From an optimization exercise on the open Yosys and OpenROAD flow, aimed at small area, a short achievable clock period and few clock cycles per item; shortcuts taken in it are not production practice. RTL that was checked went through simulation tests only; none was proved equivalent to the original. For runs 1 to 3, only the layout was checked, not whether the RTL still works.

==> flow/config.mk <==
export PLATFORM = sky130hd
export DESIGN_NAME = comp_mult_top
export DESIGN_NICKNAME = comp_mult_top
export VERILOG_FILES = /design/flow/design.v
export SDC_FILE = /design/flow/constraint.sdc
export NUM_CORES = 4
export LEC_CHECK = 0
export ABC_AREA = 1
export CAP_MARGIN = 20
export CORE_MARGIN = 2
export CORE_UTILIZATION = 40
export CTS_BUF_LIST = sky130_fd_sc_hd__clkbuf_16
export CTS_CLUSTER_DIAMETER = 150
export CTS_CLUSTER_SIZE = 24
export SETUP_SLACK_MARGIN = 4.0
export SLEW_MARGIN = 20
export SYNTH_HIERARCHICAL = 1
==> flow/flow/run.sh <==
#!/bin/bash
# standard layout, with plain buffers on the ports
set -euo pipefail
bash standard.sh BUFFER_PORTS_ARGS="-buffer_cell sky130_fd_sc_hd__buf_2" finish > standard.log 2>&1
==> flow/design.v <==
`timescale 1ns/1ps
package cmul_types_pkg;
    localparam int ELEM_W    = 8;    
    localparam int RES_W     = 18;   
    localparam int RES_BYTES = 3;    
    localparam int ADDR_W    = 16;   
    localparam int REG_W     = 16;   
    typedef logic signed [ELEM_W-1:0] elem_t;       
    typedef logic signed [RES_W-1:0]  res_t;        
    typedef logic [ADDR_W-1:0]        addr_t;       
    typedef logic [REG_W-1:0]         reg_t;        
    typedef logic [2:0]               byte_cnt_t;   
endpackage
`timescale 1ns/1ps
package cmul_regmap_pkg;
    typedef enum logic [2:0] {
        OFS_OP1    = 3'd0,   
        OFS_OP2    = 3'd1,   
        OFS_RES    = 3'd2,   
        OFS_NUM_OP = 3'd3,   
        OFS_START  = 3'd4,   
        OFS_STATUS = 3'd5,   
        OFS_STATE  = 3'd6    
    } reg_offset_e;
    localparam int STS_DONE_BIT = 0;
    typedef enum logic [1:0] {
        ST_IDLE   = 2'd0,
        ST_RD_OPS = 2'd1,   
        ST_WORK   = 2'd2,   
        ST_WR_RES = 2'd3    
    } ctrl_state_e;
    localparam int OP_RD_BYTES  = 4;   
    localparam int RES_WR_BYTES = 6;   
    localparam int OP_STRIDE    = 2;   
    localparam int RES_STRIDE   = 6;   
endpackage
`timescale 1ns/1ps
module cmul_apb_dec
#(
    parameter logic [15:0] APB_BASE = '0   
) (
    input  logic [15:0] paddr,
    input  logic        pwrite,
    input  logic        psel,
    input  logic        wd0,        
    output logic        wr_op1,
    output logic        wr_op2,
    output logic        wr_res,
    output logic        wr_num,
    output logic        wr_start,   
    output logic        wr_clr,     
    output logic        err,        
    output logic        rd_state    
);
    logic [15:0] ofs_full;
    logic [2:0]  ofs;
    logic        in_range;
    logic        acc_ok;
    logic        wr_en;
    assign ofs_full = paddr - APB_BASE;
    assign in_range = (ofs_full[15:3] == 13'd0);
    assign ofs      = ofs_full[2:0];
    always_comb begin
        case (ofs)
            3'd0, 3'd1, 3'd2, 3'd3, 3'd4: acc_ok = pwrite;
            3'd5:                         acc_ok = 1'b1;
            3'd6:                         acc_ok = ~pwrite;
            default:                      acc_ok = 1'b0;
        endcase
    end
    assign wr_en    = psel & pwrite & in_range & acc_ok;
    assign wr_op1   = wr_en & (ofs == 3'd0);
    assign wr_op2   = wr_en & (ofs == 3'd1);
    assign wr_res   = wr_en & (ofs == 3'd2);
    assign wr_num   = wr_en & (ofs == 3'd3);
    assign wr_start = wr_en & (ofs == 3'd4) & wd0;
    assign wr_clr   = wr_en & (ofs == 3'd5) & ~wd0;
    assign err      = psel & ~(in_range & acc_ok);
    assign rd_state = ofs[1];
endmodule
`timescale 1ns/1ps
module cmul_ks_add #(
    parameter int W = 12
) (
    input  logic [W-1:0] a,
    input  logic [W-1:0] b,
    output logic [W-1:0] s
);
    always_comb begin
        logic [W-1:0] g, p, gn, pn;
        g = a & b;
        p = a ^ b;
        for (int d = 1; d < W; d = d * 2) begin
            gn = g;
            pn = p;
            for (int i = d; i < W; i++) begin
                gn[i] = g[i] | (p[i] & g[i-d]);
                pn[i] = p[i] & p[i-d];
            end
            g = gn;
            p = pn;
        end
        s = a ^ b ^ {g[W-2:0], 1'b0};
    end
endmodule
`timescale 1ns/1ps
module comp_mult_top
#(
    parameter logic [15:0] APB_BASE = '0   
) (
    input  logic        clk,
    input  logic        rst_n,
    input  logic [15:0] paddr,
    input  logic        pwrite,
    input  logic [15:0] pwdata,
    input  logic        psel,
    output logic        pready,
    output logic [15:0] prdata,
    output logic        pslverr,
    output logic        mem_ce,
    output logic        mem_we,
    output logic [15:0] mem_addr,
    output logic [7:0]  mem_wr_data,
    input  logic [7:0]  mem_rd_data
);
    logic [15:0] num;        
    logic        num_nz;     
    logic        busy;       
    logic        done;
    logic        rd_q;       
    logic        wr_op1, wr_op2, wr_res, wr_num, wr_start, wr_clr, acc_err, rd_state;
    cmul_apb_dec #(
        .APB_BASE (APB_BASE)
    ) i_apb_dec (
        .paddr    (paddr),
        .pwrite   (pwrite),
        .psel     (psel),
        .wd0      (pwdata[0]),
        .wr_op1   (wr_op1),
        .wr_op2   (wr_op2),
        .wr_res   (wr_res),
        .wr_num   (wr_num),
        .wr_start (wr_start),
        .wr_clr   (wr_clr),
        .err      (acc_err),
        .rd_state (rd_state)
    );
    logic [15:0] wdat;
    logic        w_op1, w_op2, w_res, w_num, w_clr;
    assign wdat  = pwdata;
    assign w_op1 = wr_op1;
    assign w_op2 = wr_op2;
    assign w_res = wr_res;
    assign w_num = wr_num;
    assign w_clr = wr_clr;
    logic go;
    assign go     = wr_start & ~busy & num_nz;
    assign pready = 1'b1;
    assign prdata = {15'd0, rd_q};
    always_ff @(posedge clk) begin
        rd_q <= rd_state ? busy : done;
    end
    logic [4:0]  jc;
    logic [9:0]  s;          
    logic        lastf;      
    logic        f0;         
    logic        fend;
    logic        fin;
    assign s[0] = ~jc[4] & ~jc[0];
    assign s[1] =  jc[0] & ~jc[1];
    assign s[2] =  jc[1] & ~jc[2];
    assign s[3] =  jc[2] & ~jc[3];
    assign s[4] =  jc[3] & ~jc[4];
    assign s[5] =  jc[4] &  jc[0];
    assign s[6] = ~jc[0] &  jc[1];
    assign s[7] = ~jc[1] &  jc[2];
    assign s[8] = ~jc[2] &  jc[3];
    assign s[9] = ~jc[3] &  jc[4];
    assign fend = lastf ? s[6] : s[9];
    assign fin  = busy & lastf & fend;
    logic       o_ce, o_we;
    logic       rd_n;
    logic [5:0] wb_n;
    logic       wr_n;
    assign rd_n = go | (busy & ~lastf & (s[0] | s[1] | s[2] | (s[9] & num_nz)));
    assign wb_n = {6{busy}} & (lastf ? s[5:0] : ({6{~f0}} & s[8:3]));
    assign wr_n = |wb_n;
    always_ff @(posedge clk or negedge rst_n) begin
        if (!rst_n) begin
            o_ce <= 1'b0;
            o_we <= 1'b0;
        end else begin
            o_ce <= rd_n | wr_n;
            o_we <= wr_n;
        end
    end
    assign mem_ce = o_ce;
    assign mem_we = o_we;
    logic [15:0] cur_ptr, nx1_ptr, nx2_ptr;
    logic [15:0] nxt;
    logic        rot;    
    assign nxt = cur_ptr + {15'd0, o_ce};   
    assign mem_addr = cur_ptr;
    always_ff @(posedge clk) begin
        rot <= busy & ~lastf & (s[0] | s[2] | (s[8] & num_nz));   
        if (w_op1)
            cur_ptr <= wdat;
        else
            cur_ptr <= rot ? nx1_ptr : nxt;
        if (w_op2)
            nx1_ptr <= wdat;
        else if (rot)
            nx1_ptr <= nx2_ptr;
        if (w_res)
            nx2_ptr <= wdat;
        else if (rot)
            nx2_ptr <= nxt;
        if (w_num)
            num <= wdat;
        else if (busy & ~lastf & s[3])
            num <= num - 16'd1;
    end
    always_ff @(posedge clk) begin
        if (go) begin
            jc    <= 5'd0;
            f0    <= 1'b1;
            lastf <= 1'b0;
        end else if (f0 & s[3]) begin
            jc    <= 5'b11111;                                      
        end else if (fend) begin
            jc    <= 5'd0;
            f0    <= 1'b0;
            lastf <= ~num_nz;
        end else begin
            jc    <= {jc[3:0], ~jc[4]};
        end
    end
    always_ff @(posedge clk or negedge rst_n) begin
        if (!rst_n) begin
            num_nz  <= 1'b0;
            busy    <= 1'b0;
            done    <= 1'b0;
            pslverr <= 1'b0;
        end else begin
            pslverr <= acc_err;
            if (w_num)
                num_nz <= (wdat != 16'd0);
            else if (busy & ~lastf & s[3])
                num_nz <= (num != 16'd1);                           
            if (go)
                busy <= 1'b1;
            else if (fin)
                busy <= 1'b0;
            if (fin)
                done <= 1'b1;
            else if (w_clr)
                done <= 1'b0;
        end
    end
    logic signed [7:0]  opa;    
    logic signed [7:0]  opb;    
    logic signed [7:0]  opc;    
    logic signed [7:0]  opd;    
    logic signed [11:0] prod;   
    logic               p_hi;   
    logic signed [16:0] acc;    
    logic signed [16:0] res;    
    always_ff @(posedge clk) begin
        if (s[1]) opa <= mem_rd_data;
        if (s[2]) opb <= mem_rd_data;
        if (s[3]) opc <= mem_rd_data;
        if (s[4] | (f0 & s[5])) opd <= mem_rd_data;
    end
    logic [7:0] mcand;
    logic [1:0] bneg, bone, btwo;
    logic       acc_first;           
    logic       nx_d, nx_hi, nx_neg, nx_none;
    logic [7:0] nx_src;
    logic [3:0] nx_nib;
    logic       nx_m1;
    logic [2:0] trip0, trip1;
    assign nx_d   = s[6] | s[7] | s[0] | s[1];
    assign nx_hi  = s[5] | s[7] | s[9] | s[1];
    assign nx_neg = s[0] | s[1];
    assign nx_src = (f0 & s[3]) ? mem_rd_data : (nx_d ? opd : opc);   
    assign nx_nib = nx_hi ? nx_src[7:4] : nx_src[3:0];
    assign nx_m1  = nx_hi & nx_src[3];
    assign nx_none = (s[2] | s[3]) & ~(f0 & s[3]);
    assign trip0  = {nx_nib[1:0], nx_m1} & {3{~nx_none}};
    assign trip1  = nx_nib[3:1] & {3{~nx_none}};
    always_ff @(posedge clk) begin
        mcand     <= (s[4] | s[5] | s[0] | s[1] | (f0 & s[3])) ? opb : opa;
        bone[0]   <= trip0[1] ^ trip0[0];
        btwo[0]   <= (trip0[2] & ~trip0[1] & ~trip0[0]) | (~trip0[2] & trip0[1] & trip0[0]);
        bneg[0]   <= (trip0[2] & ~(trip0[1] & trip0[0])) ^ nx_neg;
        bone[1]   <= trip1[1] ^ trip1[0];
        btwo[1]   <= (trip1[2] & ~trip1[1] & ~trip1[0]) | (~trip1[2] & trip1[1] & trip1[0]);
        bneg[1]   <= (trip1[2] & ~(trip1[1] & trip1[0])) ^ nx_neg;
        p_hi      <= s[6] | s[8] | s[0] | s[2];
        acc_first <= s[5] | s[9];                                   
    end
    logic [8:0]  pm0, pm1, px0, px1;
    logic [11:0] row0, row1, row2;
    assign pm0  = bone[0] ? {mcand[7], mcand} : (btwo[0] ? {mcand, 1'b0} : 9'd0);
    assign pm1  = bone[1] ? {mcand[7], mcand} : (btwo[1] ? {mcand, 1'b0} : 9'd0);
    assign px0  = pm0 ^ {9{bneg[0]}};
    assign px1  = pm1 ^ {9{bneg[1]}};
    assign row0 = {{3{px0[8]}}, px0};
    assign row1 = {px1[8], px1, 1'b0, bneg[0]};
    assign row2 = {9'd0, bneg[1], 2'b00};
    logic [11:0] ca, cb, psum;
    assign ca = row0 ^ row1 ^ row2;
    assign cb = {(row0[10:0] & row1[10:0]) | (row0[10:0] & row2[10:0]) | (row1[10:0] & row2[10:0]), 1'b0};
    cmul_ks_add #(.W(12)) i_prod_add (.a(ca), .b(cb), .s(psum));
    logic signed [16:0] acc_in;
    logic signed [16:0] p_ext;
    logic signed [16:0] sum;
    assign acc_in = acc_first ? 17'sd0 : acc;
    assign p_ext  = p_hi ? {prod[11], prod, 4'd0} : {{5{prod[11]}}, prod};
    cmul_ks_add #(.W(17)) i_acc_add (.a(acc_in), .b(p_ext), .s(sum));
    always_ff @(posedge clk) begin
        prod <= psum;
        acc <= sum;
        if (s[0] | s[6]) res <= acc;
    end
    logic [7:0] wd_q;
    logic [7:0] res_top, acc_top;
    assign res_top = {6'd0, res[16], res[16]};
    assign acc_top = {6'd0, acc[16], acc[16]};
    always_ff @(posedge clk) begin
        if (lastf)
            wd_q <= ({8{s[0]}} & acc[7:0])
                  | ({8{s[1]}} & res[15:8])
                  | ({8{s[2]}} & res_top)
                  | ({8{s[3]}} & sum[7:0])
                  | ({8{s[4]}} & acc[15:8])
                  | ({8{s[5]}} & acc_top);
        else
            wd_q <= ({8{s[3]}} & res[7:0])
                  | ({8{s[4] | s[7]}} & res[15:8])
                  | ({8{s[5] | s[8]}} & res_top)
                  | ({8{s[6]}} & acc[7:0]);
    end
    assign mem_wr_data = wd_q;
endmodule
==> flow/constraint.sdc <==
create_clock -name core_clock -period 6.5 [get_ports {clk}]
set_input_delay 1.3000 -clock core_clock [delete_from_list [all_inputs] [get_ports {clk}]]
set_output_delay 1.3000 -clock core_clock [all_outputs]
set_load 0.01 [all_outputs]
==> flow/standard.sh <==
#!/bin/bash
# synth_recipe.tcl (not shown) runs the flow's synth.tcl, then flattens the netlist and writes it again
# the make line also repeats each setting of config.mk as NAME=value (left out here)
make -C /OpenROAD-flow-scripts/flow DESIGN_CONFIG=/design/flow/config.mk WORK_HOME=/design/flow/orfs CLKGATE_MAP_FILE= SYNTH_SCRIPT=/design/flow/synth_recipe.tcl "${@:-finish}"
==> results.txt, run 1 <==
initial core utilization -> 40.4%
most frequent cells in the layout -> 288 x nand2_1, 197 x inv_1, 97 x edfxtp_1
WL final -> 25.3 mm
Final ANT Viol Nets -> 0
async set-reset flop share out of synthesis -> 3.31%
Post-synth EDFFs -> 97
# Max-Cap Violations -> 0
drt first pass iters -> 5
Die H -> 165 um
layout cell share with drive strength beyond 1 -> 18.5%
first-pass GRT wire length -> 40.2 mm
Rows -> 59
ys flop type -> edfxtp_1
global route total overflow -> 0
Req. time, crit path -> 6680 ps
netlist area before placement -> 10400 um2
commonest non-fill, non-tap cell in the layout -> nand2_1
n_diodes -> 0
Core ar. -> 25800 um2
hold_buf cts -> 0
HP Class -> reg -> reg
Synth Warn # -> 10
Vias/cell -> 4.94
DR WL/cell -> 14.5 um
RSZ-0062 raised after global routing -> yes
Clock Sinks -> 181
outcome -> no timing/DRC/antenna violations
Final nets -> 1481
CP Capture Type -> register
vias in the first global route -> 8032
Initial DRC Count -> 623
largest net degree at the start of global routing -> 27
H-tree depth -> 4
io pins -> 88
Yosys top cell area share -> 27.9%
Root Driver -> clkbuf_16
drc violations -> 0
IO Port Bufs -> 71
fin crit share -> 38.6%
register area share after synthesis -> 44.4%
detailed-route via count -> 8597
slew margin rel. -> 39.8%
Final Worst Setup Slack -> 3990 ps
setup TNS -> 0 ps
CTS tree -> done
FMAX -> 399 MHz
worst-skew pair later-pin latency -> 440 ps
final setup violation count -> 0
CP startpoint kind -> primary input
Syn-to-layout area delta -> 16.4%
Yosys reg bits -> 181
TritonCTS Buffers -> 17
Placement Setup Slack -> 2750 ps
die extent in x -> 165 um
CP Max Fanout -> 8
Hold Fails Final Rpt -> 0
Layout Skew -> 15.9 ps
synth top area cells -> edfxtp_1 28%, dfxtp_1 15%, nand2_1 11%, inv_1 7.5%, o21ai_0 5.7%
Syn Area/Cell -> 7.98 um2
gpl congestion -> 0.861
area leader, netlist -> edfxtp_1
Reg clk slew, reported paths -> 70 ps
Slew @ Worst Pin -> 898 ps
fill count -> 2513
Pins Over Slew Limit -> 0
crit path DAT -> 2690 ps
kind of critical path -> in -> reg
Synth Instances -> 1307
initial antenna violation count -> 0
Detail Placement HPWL -> 18.2 mm
number of distinct library cells after synthesis -> 56
clk buf depth -> 2
die area -> 27400 um2
min cycle time layout -> 2510 ps
total global-route track usage -> 18.7%
[synth_stat cells, types with 9 or more instances]
library cell	n
ha_1	42
a31oi_1	10
xnor2_1	9
edfxtp_1	97
xor2_1	34
a21oi_1	31
dfxtp_1	78
nand2_1	307
nand4_1	14
nand2_2	21
clkbuf_1	24
buf_4	18
nor2_1	102
nand3_1	66
inv_2	15
o21ai_0	118
inv_1	209
a221oi_1	11
[cells by family after synthesis]
family | after synthesis | share of synthesized area, %
AOI/OAI and AO/OA | 202 | 11.1
xor gates and xnor gates | 43 | 3.61
adders and majority gates | 44 | 5.42
buffers and inverters | 273 | 10.6
DFF | 181 | 44.4
muxes | 8 | 0.864
other | 2 | 0.0720
and+or+nand+nor | 554 | 23.9
[what timing repair did]
action	CTS	global route
pin swaps	7	12
cloned	4	1
resized for setup	34	70
endpoints found under the setup margin	96	104
setup buffers	18	1
[registers in the layout, summed over array words and instances (netlist names), 12 cells and up]
name and cells:
prod 12, cur_ptr 16, nx2_ptr 16, nx1_ptr 16, acc 17, num 16, res 17
[layout make-up]
| class | count | area [um2] | share of cell area, % |
|---|---|---|---|
| Tap cell | 335 | 419 | 3.46 |
| Timing Repair inverter | 5 | 37.5 | 0.309 |
| Clock buffer | 17 | 425 | 3.51 |
| Timing Repair Buffer | 92 | 598 | 4.93 |
| Clock inverter | 15 | 159 | 1.31 |
| Sequential cell | 181 | 4630 | 38.2 |
| Multi-Input combinational cell | 869 | 4960 | 40.9 |
| Inverter | 227 | 897 | 7.39 |
[through the flow]
stage	utilization, %	cells	hold slack [ps]	instance area, um2
after floorplan	-	1323	408	10600
after global placement	42.9	1685	410	11100
after detailed placement	42.9	1685	415	11100
after CTS	46.2	1739	433	11900
after global routing	47.0	1741	451	12100
final	47.0	1741	433	12100
[path summary, 6_finish.rpt]
check / end / cells past startpoint / start / slack [ps]
worst max register to register: nx2_ptr[12]$_DFFE_PP_ / 2 / rot$_DFF_P_ / 4110
worst max-delay path: nx1_ptr[12]$_DFFE_PP_ / 13 / paddr[12] / 3990
worst min register to register: res[4]$_DFFE_PP_ / 0 / acc[4]$_DFF_P_ / 430
max in group asynchronous: o_we$_DFF_PN0_ / 1 / rst_n / 5670
min in group asynchronous: pslverr$_DFF_PN0_ / 1 / rst_n / 680
worst min-delay path: res[4]$_DFFE_PP_ / 0 / acc[4]$_DFF_P_ / 430
[critical path, cell delays in order]
cell and delay (ps):
buf_6 90, inv_2 30, nand2_1 40, nor2_1 90
nand2_1 90, nor2_4 120, nand3_4 90, buf_6 140
nor2_4 130, clkinvlp_4 230, buf_8 220, nand2_2 50
o21ai_1 60
[layer usage]
metal,GRT usage [%],share of wire (%)
met1,23.7,45
met2,33.0,49
met3,2.77,4.3
met4,5.09,1.6
met5,0,0
==> inputs of run 2 (changes only) <==
--- a/flow/design.v
+++ b/flow/design.v
@@ -36,73 +36,4 @@
 endpackage
 `timescale 1ns/1ps
-module cmul_apb_dec
-#(
-    parameter logic [15:0] APB_BASE = '0   
-) (
-    input  logic [15:0] paddr,
-    input  logic        pwrite,
-    input  logic        psel,
-    input  logic        wd0,        
-    output logic        wr_op1,
-    output logic        wr_op2,
-    output logic        wr_res,
-    output logic        wr_num,
-    output logic        wr_start,   
-    output logic        wr_clr,     
-    output logic        err,        
-    output logic        rd_state    
-);
-    logic [15:0] ofs_full;
-    logic [2:0]  ofs;
-    logic        in_range;
-    logic        acc_ok;
-    logic        wr_en;
-    assign ofs_full = paddr - APB_BASE;
-    assign in_range = (ofs_full[15:3] == 13'd0);
-    assign ofs      = ofs_full[2:0];
-    always_comb begin
-        case (ofs)
-            3'd0, 3'd1, 3'd2, 3'd3, 3'd4: acc_ok = pwrite;
-            3'd5:                         acc_ok = 1'b1;
-            3'd6:                         acc_ok = ~pwrite;
-            default:                      acc_ok = 1'b0;
-        endcase
-    end
-    assign wr_en    = psel & pwrite & in_range & acc_ok;
-    assign wr_op1   = wr_en & (ofs == 3'd0);
-    assign wr_op2   = wr_en & (ofs == 3'd1);
-    assign wr_res   = wr_en & (ofs == 3'd2);
-    assign wr_num   = wr_en & (ofs == 3'd3);
-    assign wr_start = wr_en & (ofs == 3'd4) & wd0;
-    assign wr_clr   = wr_en & (ofs == 3'd5) & ~wd0;
-    assign err      = psel & ~(in_range & acc_ok);
-    assign rd_state = ofs[1];
-endmodule
-`timescale 1ns/1ps
-module cmul_ks_add #(
-    parameter int W = 12
-) (
-    input  logic [W-1:0] a,
-    input  logic [W-1:0] b,
-    output logic [W-1:0] s
-);
-    always_comb begin
-        logic [W-1:0] g, p, gn, pn;
-        g = a & b;
-        p = a ^ b;
-        for (int d = 1; d < W; d = d * 2) begin
-            gn = g;
-            pn = p;
-            for (int i = d; i < W; i++) begin
-                gn[i] = g[i] | (p[i] & g[i-d]);
-                pn[i] = p[i] & p[i-d];
-            end
-            g = gn;
-            p = pn;
-        end
-        s = a ^ b ^ {g[W-2:0], 1'b0};
-    end
-endmodule
-`timescale 1ns/1ps
 module comp_mult_top
 #(
@@ -124,4 +55,9 @@
     input  logic [7:0]  mem_rd_data
 );
+    logic [15:0] ofs_full;
+    logic [2:0]  ofs;
+    logic        in_range;
+    logic        acc_ok;
+    logic        wr_en;
     logic [15:0] num;        
     logic        num_nz;     
@@ -129,35 +65,38 @@
     logic        done;
     logic        rd_q;       
-    logic        wr_op1, wr_op2, wr_res, wr_num, wr_start, wr_clr, acc_err, rd_state;
-    cmul_apb_dec #(
-        .APB_BASE (APB_BASE)
-    ) i_apb_dec (
-        .paddr    (paddr),
-        .pwrite   (pwrite),
-        .psel     (psel),
-        .wd0      (pwdata[0]),
-        .wr_op1   (wr_op1),
-        .wr_op2   (wr_op2),
-        .wr_res   (wr_res),
-        .wr_num   (wr_num),
-        .wr_start (wr_start),
-        .wr_clr   (wr_clr),
-        .err      (acc_err),
-        .rd_state (rd_state)
-    );
+    assign ofs_full = paddr - APB_BASE;
+    assign in_range = (ofs_full[15:3] == 13'd0);
+    assign ofs      = ofs_full[2:0];
+    always_comb begin
+        case (ofs)
+            3'd0, 3'd1, 3'd2, 3'd3, 3'd4: acc_ok = pwrite;
+            3'd5:                         acc_ok = 1'b1;
+            3'd6:                         acc_ok = ~pwrite;
+            default:                      acc_ok = 1'b0;
+        endcase
+    end
+    assign wr_en = psel & pwrite & in_range & acc_ok;
     logic [15:0] wdat;
     logic        w_op1, w_op2, w_res, w_num, w_clr;
-    assign wdat  = pwdata;
-    assign w_op1 = wr_op1;
-    assign w_op2 = wr_op2;
-    assign w_res = wr_res;
-    assign w_num = wr_num;
-    assign w_clr = wr_clr;
+    always_ff @(posedge clk) begin
+        wdat    <= pwdata;
+        w_op1   <= wr_en & (ofs == 3'd0);
+        w_op2   <= wr_en & (ofs == 3'd1);
+        w_res   <= wr_en & (ofs == 3'd2);
+        w_clr   <= wr_en & (ofs == 3'd5) & ~pwdata[0];
+    end
+    always_ff @(posedge clk or negedge rst_n) begin
+        if (!rst_n)
+            w_num <= 1'b0;
+        else
+            w_num <= wr_en & (ofs == 3'd3);
+    end
     logic go;
-    assign go     = wr_start & ~busy & num_nz;
+    assign go     = wr_en & (ofs == 3'd4) & pwdata[0] & ~busy
+                  & (w_num ? (wdat != 16'd0) : num_nz);
     assign pready = 1'b1;
     assign prdata = {15'd0, rd_q};
     always_ff @(posedge clk) begin
-        rd_q <= rd_state ? busy : done;
+        rd_q <= ofs[1] ? busy : (done & ~w_clr);
     end
     logic [4:0]  jc;
@@ -226,6 +165,4 @@
             f0    <= 1'b1;
             lastf <= 1'b0;
-        end else if (f0 & s[3]) begin
-            jc    <= 5'b11111;                                      
         end else if (fend) begin
             jc    <= 5'd0;
@@ -243,5 +180,5 @@
             pslverr <= 1'b0;
         end else begin
-            pslverr <= acc_err;
+            pslverr <= psel & ~(in_range & acc_ok);
             if (w_num)
                 num_nz <= (wdat != 16'd0);
@@ -270,5 +207,5 @@
         if (s[2]) opb <= mem_rd_data;
         if (s[3]) opc <= mem_rd_data;
-        if (s[4] | (f0 & s[5])) opd <= mem_rd_data;
+        if (s[4]) opd <= mem_rd_data;
     end
     logic [7:0] mcand;
@@ -283,12 +220,12 @@
     assign nx_hi  = s[5] | s[7] | s[9] | s[1];
     assign nx_neg = s[0] | s[1];
-    assign nx_src = (f0 & s[3]) ? mem_rd_data : (nx_d ? opd : opc);   
+    assign nx_src = nx_d ? opd : opc;
     assign nx_nib = nx_hi ? nx_src[7:4] : nx_src[3:0];
     assign nx_m1  = nx_hi & nx_src[3];
-    assign nx_none = (s[2] | s[3]) & ~(f0 & s[3]);
+    assign nx_none = s[2] | s[3];
     assign trip0  = {nx_nib[1:0], nx_m1} & {3{~nx_none}};
     assign trip1  = nx_nib[3:1] & {3{~nx_none}};
     always_ff @(posedge clk) begin
-        mcand     <= (s[4] | s[5] | s[0] | s[1] | (f0 & s[3])) ? opb : opa;
+        mcand     <= (s[4] | s[5] | s[0] | s[1]) ? opb : opa;
         bone[0]   <= trip0[1] ^ trip0[0];
         btwo[0]   <= (trip0[2] & ~trip0[1] & ~trip0[0]) | (~trip0[2] & trip0[1] & trip0[0]);
@@ -312,5 +249,20 @@
     assign ca = row0 ^ row1 ^ row2;
     assign cb = {(row0[10:0] & row1[10:0]) | (row0[10:0] & row2[10:0]) | (row1[10:0] & row2[10:0]), 1'b0};
-    cmul_ks_add #(.W(12)) i_prod_add (.a(ca), .b(cb), .s(psum));
+    always_comb begin
+        logic [11:0] g, p, gn, pn;
+        g = ca & cb;
+        p = ca ^ cb;
+        for (int d = 1; d < 12; d = d * 2) begin
+            gn = g;
+            pn = p;
+            for (int i = d; i < 12; i++) begin
+                gn[i] = g[i] | (p[i] & g[i-d]);
+                pn[i] = p[i] & p[i-d];
+            end
+            g = gn;
+            p = pn;
+        end
+        psum = ca ^ cb ^ {g[10:0], 1'b0};
+    end
     logic signed [16:0] acc_in;
     logic signed [16:0] p_ext;
@@ -318,5 +270,20 @@
     assign acc_in = acc_first ? 17'sd0 : acc;
     assign p_ext  = p_hi ? {prod[11], prod, 4'd0} : {{5{prod[11]}}, prod};
-    cmul_ks_add #(.W(17)) i_acc_add (.a(acc_in), .b(p_ext), .s(sum));
+    always_comb begin
+        logic [16:0] g, p, gn, pn;
+        g = acc_in & p_ext;
+        p = acc_in ^ p_ext;
+        for (int d = 1; d < 17; d = d * 2) begin
+            gn = g;
+            pn = p;
+            for (int i = d; i < 17; i++) begin
+                gn[i] = g[i] | (p[i] & g[i-d]);
+                pn[i] = p[i] & p[i-d];
+            end
+            g = gn;
+            p = pn;
+        end
+        sum = acc_in ^ p_ext ^ {g[15:0], 1'b0};
+    end
     always_ff @(posedge clk) begin
         prod <= psum;
--- a/flow/config.mk
+++ b/flow/config.mk
@@ -11,7 +11,7 @@
 export CORE_UTILIZATION = 40
 export CTS_BUF_LIST = sky130_fd_sc_hd__clkbuf_16
-export CTS_CLUSTER_DIAMETER = 150
-export CTS_CLUSTER_SIZE = 24
-export SETUP_SLACK_MARGIN = 4.0
+export CTS_CLUSTER_DIAMETER = 180
+export CTS_CLUSTER_SIZE = 28
+export PLACE_DENSITY = 0.7
+export SETUP_SLACK_MARGIN = 3.95
 export SLEW_MARGIN = 20
-export SYNTH_HIERARCHICAL = 1
==> run 2 against run 1 <==
Effect of this change:
- still clean
- maximum frequency grew 3.0%
- area after synthesis shrank 4.6%
- sequential share of layout area grew 8.0 points
- utilization shrank 2.1 points
- non-clock buffer count shrank 16
- critical path depth is the same
- setup slack gained 74 ps
==> results.txt, run 2 <==
RSZ-0062 raised after global routing -> yes
CP startpoint kind -> register
detailed-route via count -> 7742
Pins Over Slew Limit -> 0
Rows -> 57
largest net degree at the start of global routing -> 34
min cycle time layout -> 2440 ps
cell with the most instances after synthesis -> nand2_1
total global-route track usage -> 17.1%
layout cell share with drive strength beyond 1 -> 11.5%
worst-skew pair later-pin latency -> 470 ps
crit path DAT -> 2840 ps
kind of critical path -> reg -> reg
synth top area cells -> edfxtp_1 29%, dfxtp_1 20%, nand2_1 8.0%, o21ai_0 6.0%, inv_1 5.2%
gpl congestion -> 0.856
Synth Warn # -> 1
register area share after synthesis -> 50.8%
IO Port Bufs -> 71
outcome -> no timing/DRC/antenna violations
Layout Skew -> 33.2 ps
Synth Instances -> 1131
H-tree depth -> 1
TritonCTS Buffers -> 11
HP Class -> reg -> reg
global route total overflow -> 0
Clock Sinks -> 202
fin crit share -> 37.5%
utilization after layout -> 44.9%
Syn Area/Cell -> 8.80 um2
drt first pass iters -> 5
drc violations -> 0
netlist area before placement -> 9950 um2
Vias/cell -> 5.10
Detail Placement HPWL -> 16.4 mm
initial core utilization -> 40.8%
Initial DRC Count -> 665
Final nets -> 1276
slew margin rel. -> 38.8%
setup TNS -> 0 ps
FMAX -> 411 MHz
n_diodes -> 0
die extent in x -> 162 um
Die H -> 162 um
CP Capture Type -> register
number of distinct library cells after synthesis -> 52
fill count -> 2388
Top Registers -> acc (17), res (17)
Reg clk slew, reported paths -> 110 ps
Syn-to-layout area delta -> 10.0%
Post-synth EDFFs -> 97
Final ANT Viol Nets -> 0
Req. time, crit path -> 6900 ps
delay of the slowest cell on the worst path -> 380 ps
first-pass GRT wire length -> 36.7 mm
area leader, netlist -> edfxtp_1
Final Worst Setup Slack -> 4060 ps
Slowest cell on crit path -> dfxtp_1
WL final -> 22.2 mm
worst-path cell chain -> inv_1 -> o21ai_0 -> o21ai_0 -> xor2_1 -> ha_1 -> ha_4 -> inv_1 -> o21ai_1 -> nand3_1 -> nand2_1 -> a21oi_1 -> o21bai_1 -> xor2_1
DR WL/cell -> 14.6 um
initial antenna violation count -> 0
Yosys top cell area share -> 29.3%
io pins -> 88
clk buf depth -> 3
ys flop type -> dfxtp_1
register area -> 5050 um2
Multi-input gate area -> 4230 um2
# Max-Cap Violations -> 0
commonest non-fill, non-tap cell in the layout -> nand2_1
Yosys reg bits -> 202
Root Driver -> clkbuf_16
vias in the first global route -> 7584
CTS tree -> done
Hold Fails Final Rpt -> 0
CP Max Fanout -> 6
Placement Setup Slack -> 3930 ps
async set-reset flop share out of synthesis -> 3.47%
final setup violation count -> 0
most frequent cells in the layout -> 211 x nand2_1, 142 x inv_1, 113 x o21ai_0
Slew @ Worst Pin -> 916 ps
Synth top cells by count -> 212 x nand2_1, 139 x inv_1, 119 x o21ai_0
die area -> 26200 um2
Core ar. -> 24400 um2
run 2: cell count changes after synthesis, sizes merged, moves of 3 or more:
cell,previous run,this run
nor3,11,19
nand3b,3,0
nand3,76,50
nand2,330,220
inv,225,143
o31ai,1,4
a21o,0,5
o211ai,4,10
xor2,34,39
a21oi,33,29
dfxtp,78,98
run 2: what timing repair did:
item | in CTS | in global routing
pin swaps | 0 | 2
setup endpoints to repair | 4 | 29
resized for setup | 4 | 16
buffers inserted | 0 | 2
hold buffers | 0 | 0
run 2: cells by family after synthesis:
| family | after synthesis | synth area share (%) |
|---|---|---|
| other | 2 | 0.0755 |
| AND/OR/NAND/NOR | 421 | 18.2 |
| buffers and inverters | 190 | 7.91 |
| AO/OA/AOI/OAI | 217 | 12.5 |
| adder cells (fa/ha/maj) | 42 | 5.36 |
| flip-flops | 202 | 50.8 |
| multiplexers | 8 | 0.905 |
| XOR/XNOR | 49 | 4.31 |
run 2: metrics by stage:
stage | hold WS [ps] | std cells | area (um2)
2_1_floorplan | 408 | 1145 | 10000
3_3_place_gp | 409 | 1499 | 10500
3_5_place_dp | 415 | 1499 | 10500
4_1_cts | 442 | 1516 | 10900
5_1_grt | 459 | 1518 | 10900
6_report | 444 | 1518 | 10900
run 2: per-layer routing:
layer | up-vias | part of all wire [%] | global-route usage, %
met3 | 32 | 5.4 | 1.97
met2 | 206 | 49 | 30.4
met1 | 3640 | 43 | 22.2
met5 | - | 0 | 0
li1 | 3864 | - | -
met4 | 0 | 1.9 | 4.63
run 2: final timing paths:
check                                     start                  to  slack, ps  cells past startpoint
worst max-delay path            btwo[0]$_DFF_P_     prod[9]$_DFF_P_       4060                     13
worst min-delay path             acc[5]$_DFF_P_    res[5]$_DFFE_PP_        440                      0
worst max register to register  btwo[0]$_DFF_P_     prod[9]$_DFF_P_       4060                     13
worst min register to register   acc[5]$_DFF_P_    res[5]$_DFFE_PP_        440                      0
max in group asynchronous                 rst_n   pslverr$_DFF_PN0_       5670                      1
min in group asynchronous                 rst_n  num_nz$_DFFE_PN0P_        650                      1
run 2: final cells by class:
| cell class | count | area share [%] |
|---|---|---|
| timing repair buffer | 76 | 3.59 |
| multi-input combinational | 753 | 38.6 |
| inverter | 146 | 5.01 |
| clock inverter | 6 | 0.446 |
| tap | 324 | 3.70 |
| sequential | 202 | 46.1 |
| clock buffer | 11 | 2.51 |
run 2: worst max-delay path: cells and delay by family, from the launching register on:
family	cells	cell delay [ps]
XOR/XNOR	2	320
flip-flops	1	380
adder cells (fa/ha/maj)	2	630
buffers and inverters	2	170
AO/OA/AOI/OAI	5	690
AND/OR/NAND/NOR	2	180
==> inputs of run 3 (changes only) <==
--- a/flow/design.v
+++ b/flow/design.v
@@ -116,5 +116,5 @@
     assign s[8] = ~jc[2] &  jc[3];
     assign s[9] = ~jc[3] &  jc[4];
-    assign fend = lastf ? s[6] : s[9];
+    assign fend = s[9];
     assign fin  = busy & lastf & fend;
     logic       o_ce, o_we;
@@ -123,5 +123,5 @@
     logic       wr_n;
     assign rd_n = go | (busy & ~lastf & (s[0] | s[1] | s[2] | (s[9] & num_nz)));
-    assign wb_n = {6{busy}} & (lastf ? s[5:0] : ({6{~f0}} & s[8:3]));
+    assign wb_n = {6{busy & ~f0}} & s[8:3];
     assign wr_n = |wb_n;
     always_ff @(posedge clk or negedge rst_n) begin
@@ -292,20 +292,11 @@
     end
     logic [7:0] wd_q;
-    logic [7:0] res_top, acc_top;
+    logic [7:0] res_top;
     assign res_top = {6'd0, res[16], res[16]};
-    assign acc_top = {6'd0, acc[16], acc[16]};
     always_ff @(posedge clk) begin
-        if (lastf)
-            wd_q <= ({8{s[0]}} & acc[7:0])
-                  | ({8{s[1]}} & res[15:8])
-                  | ({8{s[2]}} & res_top)
-                  | ({8{s[3]}} & sum[7:0])
-                  | ({8{s[4]}} & acc[15:8])
-                  | ({8{s[5]}} & acc_top);
-        else
-            wd_q <= ({8{s[3]}} & res[7:0])
-                  | ({8{s[4] | s[7]}} & res[15:8])
-                  | ({8{s[5] | s[8]}} & res_top)
-                  | ({8{s[6]}} & acc[7:0]);
+        wd_q <= ({8{s[3]}} & res[7:0])
+              | ({8{s[4] | s[7]}} & res[15:8])
+              | ({8{s[5] | s[8]}} & res_top)
+              | ({8{s[6]}} & acc[7:0]);
     end
     assign mem_wr_data = wd_q;
==> run 3 against run 2 <==
Effect of this change:
- still clean
- global-route usage shrank 0.57 points
- area after synthesis shrank 1.1%
- first-iteration DRC count shrank 15%
- flip-flop and latch count is the same
- cell area shrank 1.1%
- clock skew shrank 1.7 ps
- via count shrank 3.7%
- utilization shrank 0.25 points
- maximum frequency grew 0.98%
==> results.txt, run 3 <==
Post-synth EDFFs -> 97
met2 Use GR -> 29.3%
die extent in x -> 161 um
reg-to-reg startpoint -> bneg[1]$_DFF_P_
met1 usage -> 21.7%
setup TNS -> 0 ps
Synth Warn # -> 1
Initial DRC Count -> 563
GR Layer Usage met3 -> 1.91%
Yosys reg bits -> 202
total global-route track usage -> 16.5%
fill count -> 2350
Slowest cell on crit path -> dfxtp_1
kind of critical path -> reg -> out
Syn Area/Cell -> 8.74 um2
initial core utilization -> 40.6%
Core ar. -> 24200 um2
hold_buf cts -> 0
drc violations -> 0
worst-skew pair later-pin latency -> 470 ps
Hold Fails Final Rpt -> 0
RSZ-0062 raised after global routing -> yes
Syn-to-layout area delta -> 10.0%
worst path bufs/invs -> 1
first-pass GRT wire length -> 35.2 mm
detailed-route via count -> 7452
IO Port Bufs -> 71
Detail Placement HPWL -> 15.9 mm
Req. time, crit path -> 5200 ps
Slew @ Worst Pin -> 857 ps
n_diodes -> 0
number of distinct library cells after synthesis -> 49
cell with the most instances after synthesis -> nand2_1
global route total overflow -> 0
H-tree depth -> 1
WL final -> 21.3 mm
delay of the slowest cell on the worst path -> 470 ps
die area -> 25900 um2
outcome -> no timing/DRC/antenna violations
io pins -> 88
Vias/cell -> 4.92
Final ANT Viol Nets -> 0
dpl cell area -> 10400 um2
vias in the first global route -> 7200
async set-reset flop share out of synthesis -> 3.47%
Worst path top cell family by delay -> flip-flops
DR WL/cell -> 14.0 um
fin crit share -> 37.1%
final setup violation count -> 0
Die H -> 161 um
CP Capture Type -> primary output
Root Driver -> clkbuf_16
Yosys top cell area share -> 29.6%
register area share after synthesis -> 51.3%
synth top area cells -> edfxtp_1 30%, dfxtp_1 20%, nand2_1 9.7%, inv_1 5.3%, ha_1 5.2%
FMAX -> 415 MHz
crit path DAT -> 1110 ps
area leader, netlist -> edfxtp_1
Final nets -> 1274
layout cell share with drive strength beyond 1 -> 11.2%
gpl congestion -> 0.875
drt first pass iters -> 5
min cycle time layout -> 2410 ps
post-route cell area -> 10800 um2
worst-path cell chain -> buf_2
HP Class -> reg -> reg
clk buf depth -> 3
commonest non-fill, non-tap cell in the layout -> nand2_1
Reg clk slew, reported paths -> 100 ps
Clock Sinks -> 202
largest net degree at the start of global routing -> 30
worst hold start -> acc[2]$_DFF_P_
Rows -> 57
slew margin rel. -> 42.7%
initial antenna violation count -> 0
Synth Instances -> 1126
GRT busiest layer -> met2
# Max-Cap Violations -> 0
CTS tree -> done
Top Registers -> acc (17), res (17)
CP startpoint kind -> register
worst setup path startpoint -> cur_ptr[2]$_DFF_P_
Synth top cells by count -> 254 x nand2_1, 139 x inv_1, 109 x nor2_1
Layout Skew -> 31.5 ps
most frequent cells in the layout -> 254 x nand2_1, 142 x inv_1, 107 x nor2_1
CP Max Fanout -> 5
netlist area before placement -> 9840 um2
ys flop type -> dfxtp_1
TritonCTS Buffers -> 11
Pins Over Slew Limit -> 0
[run 3: changes by cell type in the layout (fill, tap and decap cells not counted), moves of 4 or more]
cell	previous run	this run
nand2_1	211	254
o21ai_0	113	86
a221oi_1	9	0
a31oi_1	10	14
nand4_1	15	11
nor3_1	14	10
[run 3: cells by family after synthesis]
| group | Yosys count | synth area share (%) |
|---|---|---|
| other | 2 | 0.0764 |
| xor gates and xnor gates | 52 | 4.63 |
| AOI/OAI and AO/OA | 180 | 10.4 |
| DFF | 202 | 51.3 |
| buffers and inverters | 183 | 7.73 |
| and+or+nand+nor | 457 | 19.5 |
| muxes | 8 | 0.916 |
| adders and majority gates | 42 | 5.42 |
[run 3: through the flow]
stage,setup slack (ps),util (%),hold WS [ps],cells
finish,4090,44.6,438,1516
global route,3880,44.6,443,1516
CTS,3970,44.4,439,1516
detailed placement,3770,43.1,414,1499
global placement,3780,43.1,410,1499
floorplan,4100,-,408,1140
[run 3: final timing paths]
check                      cells after the start                 to  slack (ps)
setup / recovery                               1        mem_addr[2]        4090
hold / removal                                 0   res[2]$_DFFE_PP_         440
setup reg to reg                              10    prod[9]$_DFF_P_        4110
hold reg to reg                                0   res[2]$_DFFE_PP_         440
max in group asynchronous                      1  pslverr$_DFF_PN0_        5690
min in group asynchronous                      1   busy$_DFFE_PN0P_         650
[run 3: metal layers]
| layer | share of wire [%] | up-vias | wire length (um) |
|---|---|---|---|
| li1 | - | 3792 | - |
| met1 | 44 | 3453 | 9470 |
| met2 | 49 | 183 | 10500 |
| met3 | 4.7 | 24 | 1010 |
| met4 | 1.7 | 0 | 358 |
| met5 | 0 | - | 0 |
[run 3: area by class of cell]
cell class | count | area [um2] | area share, %
multi-input combinational | 755 | 4130 | 38.1
timing repair buffer | 73 | 370 | 3.42
inverter | 145 | 546 | 5.04
sequential | 202 | 5050 | 46.7
tap | 324 | 405 | 3.75
clock buffer | 11 | 275 | 2.54
clock inverter | 6 | 48.8 | 0.451
[run 3: what timing repair did]
action / in CTS / in global routing
endpoints found under the setup margin: 0 / 29
resized for setup: 0 / 19
buffers inserted: 0 / 0
==> inputs of run 4 (changes only) <==
--- a/flow/design.v
+++ b/flow/design.v
@@ -116,5 +116,5 @@
     assign s[8] = ~jc[2] &  jc[3];
     assign s[9] = ~jc[3] &  jc[4];
-    assign fend = s[9];
+    assign fend = lastf ? s[7] : s[9];
     assign fin  = busy & lastf & fend;
     logic       o_ce, o_we;
@@ -123,5 +123,5 @@
     logic       wr_n;
     assign rd_n = go | (busy & ~lastf & (s[0] | s[1] | s[2] | (s[9] & num_nz)));
-    assign wb_n = {6{busy & ~f0}} & s[8:3];
+    assign wb_n = {6{busy}} & (lastf ? {s[6:4], s[2:0]} : ({6{~f0}} & s[8:3]));
     assign wr_n = |wb_n;
     always_ff @(posedge clk or negedge rst_n) begin
@@ -289,5 +289,5 @@
         prod <= psum;
         acc <= sum;
-        if (s[0] | s[6]) res <= acc;
+        if (s[0] | s[6] | (lastf & s[4])) res <= acc;
     end
     logic [7:0] wd_q;
@@ -295,8 +295,8 @@
     assign res_top = {6'd0, res[16], res[16]};
     always_ff @(posedge clk) begin
-        wd_q <= ({8{s[3]}} & res[7:0])
-              | ({8{s[4] | s[7]}} & res[15:8])
-              | ({8{s[5] | s[8]}} & res_top)
-              | ({8{s[6]}} & acc[7:0]);
+        wd_q <= ({8{~lastf & s[3]}} & res[7:0])
+              | ({8{lastf ? (s[1] | s[5]) : (s[4] | s[7])}} & res[15:8])
+              | ({8{lastf ? (s[2] | s[6]) : (s[5] | s[8])}} & res_top)
+              | ({8{lastf ? (s[0] | s[4]) : s[6]}} & acc[7:0]);
     end
     assign mem_wr_data = wd_q;
--- a/flow/config.mk
+++ b/flow/config.mk
@@ -14,4 +14,4 @@
 export CTS_CLUSTER_SIZE = 28
 export PLACE_DENSITY = 0.7
-export SETUP_SLACK_MARGIN = 3.95
+export SETUP_SLACK_MARGIN = 3.85
 export SLEW_MARGIN = 20
==> run 4 against run 3 <==
Effect of this change:
- die area decreased by 0.68%
- largest cell class unchanged
- cell count fell by 1.6%
- critical path type unchanged
- global-route usage is 1.0 points lower
- first-iteration DRC count down 24%
==> results.txt, run 4 <==
gpl congestion -> 0.863
HP Class -> reg -> reg
Reg clk slew, reported paths -> 110 ps
initial antenna violation count -> 0
Yosys reg bits -> 202
commonest non-fill, non-tap cell in the layout -> nand2_1
async set-reset flop share out of synthesis -> 3.47%
H-tree depth -> 1
CTS tree -> done
Slew @ Worst Pin -> 992 ps
post-route cell area -> 10700 um2
global route total overflow -> 0
IO Port Bufs -> 71
TritonCTS Buffers -> 11
Die H -> 160 um
die extent in x -> 160 um
layout cell share with drive strength beyond 1 -> 11.6%
die area -> 25700 um2
Slowest cell on crit path -> dfxtp_1
Post-synth EDFFs -> 97
Crit. path cell count -> 1
worst hold margin -> 440 ps
final setup violation count -> 0
WL final -> 19.8 mm
Final ANT Viol Nets -> 0
Yosys top cell area share -> 29.8%
register area share after synthesis -> 51.7%
min cycle time layout -> 2440 ps
Syn-to-layout area delta -> 9.77%
Vias/cell -> 4.81
synth top area cells -> edfxtp_1 30%, dfxtp_1 20%, nand2_1 9.0%, o21ai_0 5.3%, ha_1 5.3%
first-pass GRT wire length -> 32.8 mm
Root Driver -> clkbuf_16
Final nets -> 1250
kind of critical path -> reg -> out
CP Max Fanout -> 5
outcome -> no timing/DRC/antenna violations
setup TNS -> 0 ps
Synth Instances -> 1106
n_diodes -> 0
Synth top cells by count -> 233 x nand2_1, 136 x inv_1, 104 x nor2_1
ys flop type -> dfxtp_1
# Max-Cap Violations -> 0
worst-path cell chain -> buf_2
Synth Warn # -> 1
netlist area before placement -> 9770 um2
Req. time, crit path -> 5200 ps
Core ar. -> 24200 um2
largest net degree at the start of global routing -> 34
Clock Sinks -> 202
fill count -> 2320
io pins -> 88
Detail Placement HPWL -> 15.1 mm
Rows -> 57
FMAX -> 409 MHz
slew margin rel. -> 33.6%
CP startpoint kind -> register
Top Registers -> acc (17), res (17)
Worst path top cell family by delay -> flip-flops
DR WL/cell -> 13.3 um
cell with the most instances after synthesis -> nand2_1
Initial DRC Count -> 426
Layout Skew -> 32.8 ps
RSZ-0062 raised after global routing -> yes
Hold Fails Final Rpt -> 0
Pins Over Slew Limit -> 0
delay of the slowest cell on the worst path -> 480 ps
area leader, netlist -> edfxtp_1
detailed-route via count -> 7173
number of distinct library cells after synthesis -> 49
drt first pass iters -> 5
initial core utilization -> 40.4%
fin crit share -> 37.6%
crit path DAT -> 1140 ps
clk buf depth -> 3
Final Worst Setup Slack -> 4060 ps
worst path bufs/invs -> 1
dpl cell area -> 10400 um2
vias in the first global route -> 6788
CP Capture Type -> primary output
total global-route track usage -> 15.5%
R2R depth -> 12
Syn Area/Cell -> 8.83 um2
drc violations -> 0
most frequent cells in the layout -> 233 x nand2_1, 139 x inv_1, 103 x nor2_1
Placement Setup Slack -> 3840 ps
Hold Path Depth -> 0
worst-skew pair later-pin latency -> 470 ps
-- run 4: kinds of logic after synthesis --
kind of cell,after synthesis,synth area share (%)
other,2,0.0769
XOR/XNOR,53,4.75
AO/OA/AOI/OAI,178,10.1
flip-flops,202,51.7
adder cells (fa/ha/maj),42,5.46
multiplexers,8,0.922
buffers and inverters,181,7.64
AND/OR/NAND/NOR,440,19.3
-- run 4: layer usage --
metal	global-route usage, %	share of wire (%)	vias up
li1	-	-	3720
met1	22.2	48	3245
met2	24.9	45	190
met3	2.34	5.3	18
met4	3.69	1.7	0
met5	0	0	-
-- run 4: worst paths after layout --
check,startpoint,endpoint,slack (ps)
setup reg to reg,btwo[0]$_DFF_P_,prod[10]$_DFF_P_,4090
hold reg to reg,acc[15]$_DFF_P_,res[15]$_DFFE_PP_,440
hold / removal,acc[15]$_DFF_P_,res[15]$_DFFE_PP_,440
setup / recovery,cur_ptr[4]$_DFF_P_,mem_addr[4],4060
max in group asynchronous,rst_n,w_num$_DFF_PN0_,5640
min in group asynchronous,rst_n,done$_DFFE_PN0P_,660
-- run 4: cell type report --
| class | instances | area [um2] | share of cell area [%] |
|---|---|---|---|
| clock buffer | 11 | 275 | 2.57 |
| clock inverter | 6 | 48.8 | 0.455 |
| inverter | 140 | 526 | 4.90 |
| multi-input combinational | 737 | 4050 | 37.8 |
| sequential | 202 | 5050 | 47.1 |
| tap | 324 | 405 | 3.78 |
| timing repair buffer | 72 | 363 | 3.38 |
-- run 4: worst reg2reg max path, delay by kind of cell, from the launching register on --
| kind | cells | cell delay [ps] |
|---|---|---|
| AOI/OAI and AO/OA | 5 | 880 |
| and+or+nand+nor | 3 | 180 |
| adders and majority gates | 2 | 640 |
| buffers and inverters | 1 | 110 |
| xor gates and xnor gates | 1 | 160 |
| DFF | 1 | 360 |
-- run 4: timing repair --
item / 4_1_cts / 5_1_grt
endpoints found under the hold margin: 0 / 0
cloned: 0 / 0
resized for setup: 1 / 12
endpoints found under the setup margin: 1 / 8
hold buffers: 0 / 0
buffers inserted: 0 / 1
pin swaps: 0 / 1
-- run 4: per-stage QoR --
stage | instances | util, %
6_report | 1492 | 44.3
3_3_place_gp | 1474 | 42.9
5_1_grt | 1492 | 44.3
4_1_cts | 1491 | 44.2
2_1_floorplan | 1120 | -
3_5_place_dp | 1474 | 42.9
Testbench counts of run 4, summed over its fixed seeds: cycles 22,748, items 2,070.
==> inputs of run 5 (changes only) <==
--- a/flow/config.mk
+++ b/flow/config.mk
@@ -14,4 +14,4 @@
 export CTS_CLUSTER_SIZE = 28
 export PLACE_DENSITY = 0.7
-export SETUP_SLACK_MARGIN = 3.85
+export SETUP_SLACK_MARGIN = 4.05
 export SLEW_MARGIN = 20
==> run 5 against run 4 <==
Effect of this change:
- non-clock buffer count is 1 higher
- setup slack better by 3.6 ps
- clock skew is 7.4 ps lower
- flip-flop and latch count stayed put
- synthesized cell count stayed put
- via count hardly changed
- area after synthesis stayed put
- cell area is 0.93% higher
- critical path type is now reg -> reg
==> results.txt, run 5 <==
initial antenna violation count -> 0
die area -> 25700 um2
min cycle time layout -> 2440 ps
Initial DRC Count -> 512
HP Class -> reg -> reg
Yosys top cell area share -> 29.8%
CP Max Fanout -> 27
Layout Skew -> 25.4 ps
most frequent cells in the layout -> 232 x nand2_1, 136 x inv_1, 100 x nor2_1
TritonCTS Buffers -> 11
Rows -> 57
H-tree depth -> 1
Synth Warn # -> 1
clk buf depth -> 3
Slew @ Worst Pin -> 771 ps
WL final -> 19.9 mm
drt first pass iters -> 5
drc violations -> 0
gpl congestion -> 0.854
kind of critical path -> reg -> reg
Post-synth EDFFs -> 97
RSZ-0062 raised after global routing -> yes
io pins -> 88
Synth top cells by count -> 233 x nand2_1, 136 x inv_1, 104 x nor2_1
Worst path top cell family by delay -> simple AND/OR/NAND/NOR gates
commonest non-fill, non-tap cell in the layout -> nand2_1
global route total overflow -> 0
CP startpoint kind -> register
met2 Use GR -> 24.4%
met1 usage -> 22.0%
layout cell share with drive strength beyond 1 -> 13.0%
netlist area before placement -> 9770 um2
worst-path cell chain -> clkinv_1 -> nand2_1
cell with the most instances after synthesis -> nand2_1
Clock Sinks -> 202
outcome -> no timing/DRC/antenna violations
CTS tree -> done
dpl cell area -> 10400 um2
Placement Setup Slack -> 3880 ps
fill count -> 2326
die extent in x -> 160 um
delay of the slowest cell on the worst path -> 850 ps
initial core utilization -> 40.4%
# Max-Cap Violations -> 0
Core ar. -> 24200 um2
Top Registers -> acc (17), res (17)
total global-route track usage -> 15.3%
Yosys reg bits -> 202
largest net degree at the start of global routing -> 34
async set-reset flop share out of synthesis -> 3.47%
DR WL/cell -> 13.4 um
final setup violation count -> 0
worst-skew pair later-pin latency -> 460 ps
Pins Over Slew Limit -> 0
Vias/cell -> 4.81
CP Capture Type -> register
utilization after layout -> 44.8%
number of distinct library cells after synthesis -> 49
n_diodes -> 0
vias in the first global route -> 6623
worst path bufs/invs -> 1
GRT busiest layer -> met2
Reg clk slew, reported paths -> 110 ps
Syn Area/Cell -> 8.83 um2
detailed-route via count -> 7175
Hold Fails Final Rpt -> 0
Post-Layout Cell Count -> 1491
IO Port Bufs -> 71
slew margin rel. -> 48.5%
FMAX -> 410 MHz
synth top area cells -> edfxtp_1 30%, dfxtp_1 20%, nand2_1 9.0%, o21ai_0 5.3%, ha_1 5.3%
Root Driver -> clkbuf_16
setup TNS -> 0 ps
Slowest cell on crit path -> nand2_1
area leader, netlist -> edfxtp_1
Final Worst Setup Slack -> 4060 ps
Synth Instances -> 1106
first-pass GRT wire length -> 32.5 mm
GR Layer Usage met3 -> 2.52%
fin crit share -> 37.6%
register area share after synthesis -> 51.7%
ys flop type -> dfxtp_1
post-route cell area -> 10800 um2
Die H -> 160 um
crit path DAT -> 2540 ps
Placed Cells -> 1475
Req. time, crit path -> 6600 ps
Detail Placement HPWL -> 15.1 mm
Final ANT Viol Nets -> 0
Syn-to-layout area delta -> 10.8%
Final nets -> 1251
==> run 5: cell counts after synthesis <==
No cell type changed its count.
==> run 5: cells by family (layout without fill, tap and decap cells) <==
| kind of cell | Yosys count | count (layout) | share of synthesized area [%] |
|---|---|---|---|
| flops | 202 | 202 | 51.7 |
| simple gates | 440 | 440 | 19.3 |
| compound gates | 178 | 178 | 10.1 |
| fa+ha+maj | 42 | 42 | 5.46 |
| other cells | 2 | 16 | 0.0769 |
| mux | 8 | 8 | 0.922 |
| buf+inv | 181 | 228 | 7.64 |
| xor+xnor | 53 | 53 | 4.75 |
==> run 5: what timing repair did <==
action                     in CTS  in global routing
gates resized for setup         6                 36
pin swaps                       2                  3
hold endpoints to repair        0                  0
setup buffers                   0                  1
hold buffers                    0                  0
setup endpoints to repair       6                 74
==> run 5: final timing paths <==
check                           cells after the start  slack [ps]              endpoint            start
worst max-delay path                                2        4060  nx1_ptr[2]$_DFFE_PP_      rot$_DFF_P_
worst min-delay path                                0         440     res[13]$_DFFE_PP_  acc[13]$_DFF_P_
worst max register to register                      2        4060  nx1_ptr[2]$_DFFE_PP_      rot$_DFF_P_
worst min register to register                      0         440     res[13]$_DFFE_PP_  acc[13]$_DFF_P_
max in group asynchronous                           1        5640      busy$_DFFE_PN0P_            rst_n
min in group asynchronous                           1         660      done$_DFFE_PN0P_            rst_n
==> run 5: metrics by stage <==
step	hold slack (ps)
2_1_floorplan	408
3_3_place_gp	412
3_5_place_dp	423
4_1_cts	449
5_1_grt	459
6_report	444
==> run 5: metal layers <==
layer | wire [um] | share of wire (%) | vias to the layer above
met5 | 0 | 0 | -
met4 | 308 | 1.5 | 0
met3 | 1030 | 5.2 | 22
met2 | 8970 | 45 | 196
met1 | 9630 | 48 | 3230
li1 | - | - | 3727
==> run 5: worst reg2reg max path, delay by kind of cell (launching register included) <==
| family | cells | cell delay (ps) |
|---|---|---|
| simple gates | 1 | 860 |
| buf+inv | 1 | 670 |
| flops | 1 | 550 |
==> run 5: area by class of cell <==
| type | instances | area [um2] | area share (%) |
|---|---|---|---|
| flip-flops and latches | 202 | 5060 | 46.8 |
| multi-input cells | 737 | 4140 | 38.2 |
| inverters | 140 | 528 | 4.88 |
| well taps | 324 | 405 | 3.75 |
| repair buffers | 73 | 370 | 3.42 |
| clock buffers | 11 | 275 | 2.54 |
| clock inverters | 4 | 41.3 | 0.382 |
==> inputs of run 6 (changes only) <==
--- a/flow/config.mk
+++ b/flow/config.mk
@@ -14,4 +14,4 @@
 export CTS_CLUSTER_SIZE = 28
 export PLACE_DENSITY = 0.7
-export SETUP_SLACK_MARGIN = 4.05
+export SETUP_SLACK_MARGIN = 3.95
 export SLEW_MARGIN = 20
==> run 6 against run 5 <==
Effect of this change:
- still clean
- clock-buffer cell count did not move
- die area did not move
- critical path depth shrank 1
- clock skew rose by 7.0 ps
- cell area is 0.86% lower
- sequential share of layout area rose by 0.32 points
- synthesized cell count is the same
- largest cell class unchanged
- highest routed layer unchanged
==> results.txt, run 6 <==
outcome -> no timing/DRC/antenna violations
layout cell share with drive strength beyond 1 -> 11.9%
Final ANT Viol Nets -> 0
reg-to-reg critical path endpoint -> prod[10]$_DFF_P_
WHS Endpoint -> res[15]$_DFFE_PP_
CP Max Fanout -> 5
Post-Synth XOR/XNOR Area -> 4.75%
global route total overflow -> 0
most frequent cells in the layout -> 233 x nand2_1, 139 x inv_1, 101 x nor2_1
FMAX -> 409 MHz
Post-Layout Cell Count -> 1492
largest family of logic cells by synthesized area -> simple AND/OR/NAND/NOR gates
IO Port Bufs -> 71
drt first pass iters -> 5
Synth Warn # -> 1
Placed Cells -> 1474
Syn-to-layout area delta -> 9.85%
RSZ-0062 raised after global routing -> yes
fin crit share -> 37.6%
kind of critical path -> reg -> out
Top Registers -> acc (17), res (17)
Slowest cell on crit path -> dfxtp_1
CTS tree -> done
Worst path top cell family by delay -> flip-flops
initial antenna violation count -> 0
Detail Placement HPWL -> 15.1 mm
delay of the slowest cell on the worst path -> 480 ps
Final nets -> 1250
number of distinct library cells after synthesis -> 49
die extent in x -> 160 um
Req. time, crit path -> 5200 ps
area leader, netlist -> edfxtp_1
WL final -> 19.9 mm
Slew @ Worst Pin -> 971 ps
hold_buf cts -> 0
Root Driver -> clkbuf_16
Yosys top cell area share -> 29.8%
min cycle time layout -> 2440 ps
detailed-route via count -> 7189
netlist area before placement -> 9770 um2
Hold Path Depth -> 0
Initial DRC Count -> 384
worst-skew pair later-pin latency -> 470 ps
first-pass GRT wire length -> 32.8 mm
Post-synth EDFFs -> 97
synth top area cells -> edfxtp_1 30%, dfxtp_1 20%, nand2_1 9.0%, o21ai_0 5.3%, ha_1 5.3%
Layout Skew -> 32.3 ps
post-route cell area -> 10700 um2
setup slack, reg-to-reg -> 4110 ps
initial core utilization -> 40.4%
Die H -> 160 um
CP startpoint kind -> register
DR WL/cell -> 13.3 um
final setup violation count -> 0
register area share after synthesis -> 51.7%
io pins -> 88
gpl congestion -> 0.863
die area -> 25700 um2
drc violations -> 0
Yosys reg bits -> 202
Reg clk slew, reported paths -> 110 ps
Core ar. -> 24200 um2
mux share of post-synthesis cell area -> 0.922%
Rows -> 57
crit path DAT -> 1140 ps
Syn Area/Cell -> 8.83 um2
largest net degree at the start of global routing -> 34
Hold Fails Final Rpt -> 0
Final Worst Setup Slack -> 4060 ps
Placement Setup Slack -> 3840 ps
R2R depth -> 13
clk buf depth -> 3
H-tree depth -> 1
simple-gate share of the synthesized area -> 19.3%
ys flop type -> dfxtp_1
post-synthesis adder-cell area fraction -> 5.46%
Synth Instances -> 1106
Vias/cell -> 4.82
HP Class -> reg -> reg
Synth Area in Compound Gates -> 10.1%
setup TNS -> 0 ps
worst-path cell chain -> buf_2
dpl cell area -> 10400 um2
worst hold start -> acc[15]$_DFF_P_
reg-to-reg startpoint -> bone[1]$_DFF_P_
CP Capture Type -> primary output
commonest non-fill, non-tap cell in the layout -> nand2_1
TritonCTS Buffers -> 11
Clock Sinks -> 202
slew margin rel. -> 35.0%
worst path bufs/invs -> 1
cell with the most instances after synthesis -> nand2_1
total global-route track usage -> 15.5%
n_diodes -> 0
Synth top cells by count -> 233 x nand2_1, 136 x inv_1, 104 x nor2_1
Pins Over Slew Limit -> 0
vias in the first global route -> 6788
async set-reset flop share out of synthesis -> 3.47%
# Max-Cap Violations -> 0
==> run 6: cell counts after synthesis <==
No cell type changed its count.
==> run 6: how the worst max path moves through the flow <==
stage / from / end / slack (ps) / cells past startpoint
after floorplan: bone[1]$_DFF_P_ / prod[10]$_DFF_P_ / 4040 / 13
after global placement: paddr[12] / jc[0]$_SDFF_PP0_ / 3890 / 8
after detailed placement: paddr[12] / jc[0]$_SDFF_PP0_ / 3840 / 8
after CTS: btwo[0]$_DFF_P_ / prod[10]$_DFF_P_ / 3930 / 12
after global routing: btwo[1]$_DFF_P_ / prod[10]$_DFF_P_ / 3830 / 13
final: cur_ptr[4]$_DFF_P_ / mem_addr[4] / 4060 / 1
==> run 6: metal layers <==
metal | vias up | GRT usage, % | share of wire (%)
li1 | 3720 | - | -
met1 | 3251 | 22.2 | 48
met2 | 200 | 24.9 | 45
met3 | 18 | 2.34 | 5.2
met4 | 0 | 3.69 | 1.7
met5 | - | 0 | 0
==> run 6: cell type report <==
cell class              instances  area (um2)
flip-flops and latches        202        5050
clock inverters                 6        48.8
well taps                     324         405
fillers                      2316       13400
inverters                     140         526
repair buffers                 72         363
multi-input cells             737        4060
clock buffers                  11         275
==> run 6: logic make-up (layout without fill, tap and decap cells) <==
family,Yosys count,after routing
muxes,8,8
and+or+nand+nor,440,440
adders and majority gates,42,42
DFF,202,202
xor gates and xnor gates,53,53
AOI/OAI and AO/OA,178,178
other,2,16
buffers and inverters,181,229
==> run 6: what timing repair did <==
item,CTS,global route
gates resized for setup,3,18
pin swaps,0,1
setup buffers,0,1
endpoints found under the setup margin,4,21
==> run 6: metrics by stage <==
| step | hold slack (ps) | util (%) |
|---|---|---|
| floorplan | 408 | - |
| global placement | 412 | 42.9 |
| detailed placement | 415 | 42.9 |
| CTS | 441 | 44.2 |
| global route | 459 | 44.4 |
| finish | 440 | 44.4 |

-- re-timing with driven ports --
The flow's constraints put no driver on any port. The routed layouts listed below were extracted and timed again, unchanged, in two steps. Step 1 assumes that a clkbuf_16 drives the clock port and a buf_2 every other input. Step 2, shift: input delay + t, output delay - t, t = (earliest + latest rising clock arrival at the registers) / 2. This alone moves slack from input paths to output paths. Slacks: no drivers / after step 1 / after step 2; pairs: no drivers / after step 1.
| run | shift t [ns] | setup WS [ns] | worst setup path after step 2 | worst data-port slew with drivers (ns) |
|---|---|---|---|---|
| run 1 | 0.479 | 3.991 / 4.000 / 3.521 | input to register | 0.06 |
| run 2 | 0.502 | 4.065 / 4.061 / 3.994 | input to register | 0.04 |
| run 3 | 0.501 | 4.088 / 4.042 / 3.830 | input to register | 0.04 |
| run 4 | 0.503 | 4.056 / 4.008 / 3.846 | input to register | 0.03 |
| run 5 | 0.497 | 4.059 / 4.036 / 3.913 | input to register | 0.04 |
| run 6 | 0.504 | 4.057 / 4.010 / 3.844 | input to register | 0.04 |
After both steps every run listed still meets setup and hold. For run 1, which loses most, drivers alone change the setup slack by +0.009 ns; drivers and shift together by -0.470 ns.
